Context: an optimization exercise on an open-source flow, tuned for small area and a short achievable clock period. The choices shown serve that exercise and are no tape-out recipe. Function was checked by simulation only, so behaviour that the tests miss may differ from the original. The clock input has no modelled driver; a real chip could not lean on it and would need a root buffer or a full tree. Power is estimated from default activity; no workload was simulated.

Design log2, start of the top module:
module log2 #(
  parameter int FRAC_W = 5,
  parameter int MANT_W = 16
) (
  input  logic              clk,
  input  logic              rst_n,
  input  logic [7:0]        x,
  input  logic              validx,
  output logic [FRAC_W+2:0] y,
  output logic              validy
);
For scale: roughly 110 cells after synthesis, ~20 flip-flops, ~850 um^2 of cells after synthesis.
==> flow/config.mk <==
export PLATFORM = sky130hd
export DESIGN_NAME = log2
export DESIGN_NICKNAME = log2
export VERILOG_FILES = /design/flow/design.v
export SDC_FILE = /design/flow/constraint.sdc
export NUM_CORES = 4
export LEC_CHECK = 0
export CAP_MARGIN = 20
export CORE_AREA = 2 2 62 62
export DIE_AREA = 0 0 64 64
export PLACE_DENSITY = 0.6
export SETUP_SLACK_MARGIN = 4.7
export SLEW_MARGIN = 20
==> flow/constraint.sdc <==
create_clock -name core_clock -period 7.0 [get_ports {clk}]
set_input_delay 1.4000 -clock core_clock [delete_from_list [all_inputs] [get_ports {clk}]]
set_output_delay 1.4000 -clock core_clock [all_outputs]
set_load 0.01 [all_outputs]
standard.sh (not shown) runs the stock make flow with config.mk's settings and CLKGATE_MAP_FILE= SYNTH_SCRIPT=/design/flow/synth_recipe.tcl, a recipe that flattens the netlist after the stock synthesis.
==> flow/flow/run.sh <==
#!/bin/bash
# Layout flow: the standard ORFS flow (standard.sh), with these changes:
#  - synthesis is the standard flow's own script (synth_recipe.tcl), except for its final
#    ABC mapping call: the logic feeding the first-stage registers (the input
#    cone of wire nrm, on the paths from the inputs) is mapped first with
#    flow/abc_stage1.script (delay-driven mapping and sizing), then the rest
#    with flow/abc_map.script (area mapping, sized to a looser delay target);
#    Yosys's own quick ABC pass inside synth is skipped (SYNTH_ARGS -noabc)
#    so that this mapping starts from the RTL's AND/inverter network, and the
#    half/full-adder extraction is left out (ADDER_MAP_FILE empty);
#  - the port buffers that global placement inserts are buf_1 cells;
#  - after CTS, flow/clock_one_buffer.tcl replaces the clock tree with one
#    clock buffer driving all the registers (there are only 20), and gives
#    the input ports' buffers the cell INPUT_BUF_CELL when that is set.
# Each step's full output goes to a log file in this folder (synth.log,
# layout.log), and ORFS's own per-step logs stay under orfs/logs/.
set -euo pipefail
W=$PWD
F=$W/flow

# Synthesis script: synth_recipe.tcl with the abc call redirected.
{
  head -n 1 synth_recipe.tcl
  cat <<TCL
proc abc {args} {
  set i [lsearch -exact \$args -script]
  if {[file exists {$F/abc_stage1.script}]} {
    # The logic feeding the first-stage registers (the cone of wire nrm)
    # is mapped first, with its own script.
    set a1 \$args
    lset a1 [expr {\$i + 1}] {$F/abc_stage1.script}
    yosys abc {*}\$a1 w:nrm %ci*
  }
  lset args [expr {\$i + 1}] {$F/abc_map.script}
  yosys abc {*}\$args
}
TCL
  tail -n +2 synth_recipe.tcl
} > own_synth.tcl

VARS=(
  "SYNTH_SCRIPT=$W/own_synth.tcl"
  "BUFFER_PORTS_ARGS=-buffer_cell sky130_fd_sc_hd__buf_1"
  "ADDER_MAP_FILE="
  "SYNTH_ARGS=-noabc"
  "POST_CTS_TCL=$F/clock_one_buffer.tcl"
  "CLOCK_ONE_BUFFER_CELL=sky130_fd_sc_hd__clkbuf_8"
  "INPUT_BUF_CELL=sky130_fd_sc_hd__buf_2"
)
bash standard.sh "${VARS[@]}" synth > synth.log 2>&1
bash standard.sh "${VARS[@]}" finish > layout.log 2>&1
==> flow/flow/abc_map.script <==
strash
amap
topo
Other scripts of this flow, unchanged in this note and not shown: flow/flow/abc_stage1.script, flow/flow/clock_one_buffer.tcl
The baseline passed the timing, DRC and antenna checks.
Next try:
==> flow/flow/abc_map.script (replaced) <==
strash
amap
topo
buffer -p
upsize -D 1400
dnsize -D 1400
- power rose by 0.31%
- worst setup slack improves by 17 ps
- wire length came out higher by 11%
- global-route usage is about the same
- cell area is unchanged
- core utilization is unchanged
Next try:
==> flow/flow/abc_map.script (replaced) <==
strash
amap
topo
buffer -p
upsize -D 1600
dnsize -D 1600
Maximum frequency does not change.
Wire length is unchanged.
Die area stays the same.
Sequential cell count does not change.
Area after synthesis does not change.
Next try:
==> flow/flow/abc_map.script (replaced) <==
strash
map -D 1000
topo
buffer -p
upsize -D 1400
dnsize -D 1400
Result: Utilization barely changes; power increases by 0.50%; final cell count decreases by 1.1%; routed wire length decreases by 1.6%; setup slack gets worse by 12 ps; first-iteration DRC count increases by 100%; final area is about the same; sequential power barely changes; clock power increases by 7.0%; worst hold slack barely changes.
Next try:
==> flow/flow/abc_map.script (replaced) <==
strash
map -D 1200
topo
buffer -p
upsize -D 1600
dnsize -D 1600
After rerunning:
- cell count fell by 0.58%
- via count barely changes
- register-to-register slack hardly moves
- clock power went down by about 3%
- setup slack is about the same
No run of this note takes its clock network from TritonCTS; it comes from the design's own scripts or RTL.

[separate check: timing with driven ports]
How much do the figures lean on ideal ports? The routed layouts below were timed once more, with nothing changed but the port constraints.
Step 1 assumes that a clkbuf_16 drives the clock port and a buf_2 every other input.
Step 2 also shifts input and output timing later by t, the mid clock arrival at the registers, as if the neighbouring blocks saw the same clock.
Three values: ideal, step 1, step 2; two values: the first two.
run | t (ns) | setup slack, ns | worst data-port slew with drivers (ns)
the first run | 0.182 | 4.949 / 4.929 / 4.801 | 0.03
the second run | 0.182 | 4.966 / 4.943 / 4.801 | 0.03
the third run | 0.182 | 4.966 / 4.943 / 4.801 | 0.03
the fourth run | 0.192 | 4.954 / 4.929 / 4.803 | 0.03
the fifth run | 0.185 | 4.957 / 4.933 / 4.778 | 0.03
After both steps every run listed still meets setup and hold. For the fifth run, which loses most, drivers alone change the setup slack by -0.024 ns; drivers and shift together by -0.179 ns.
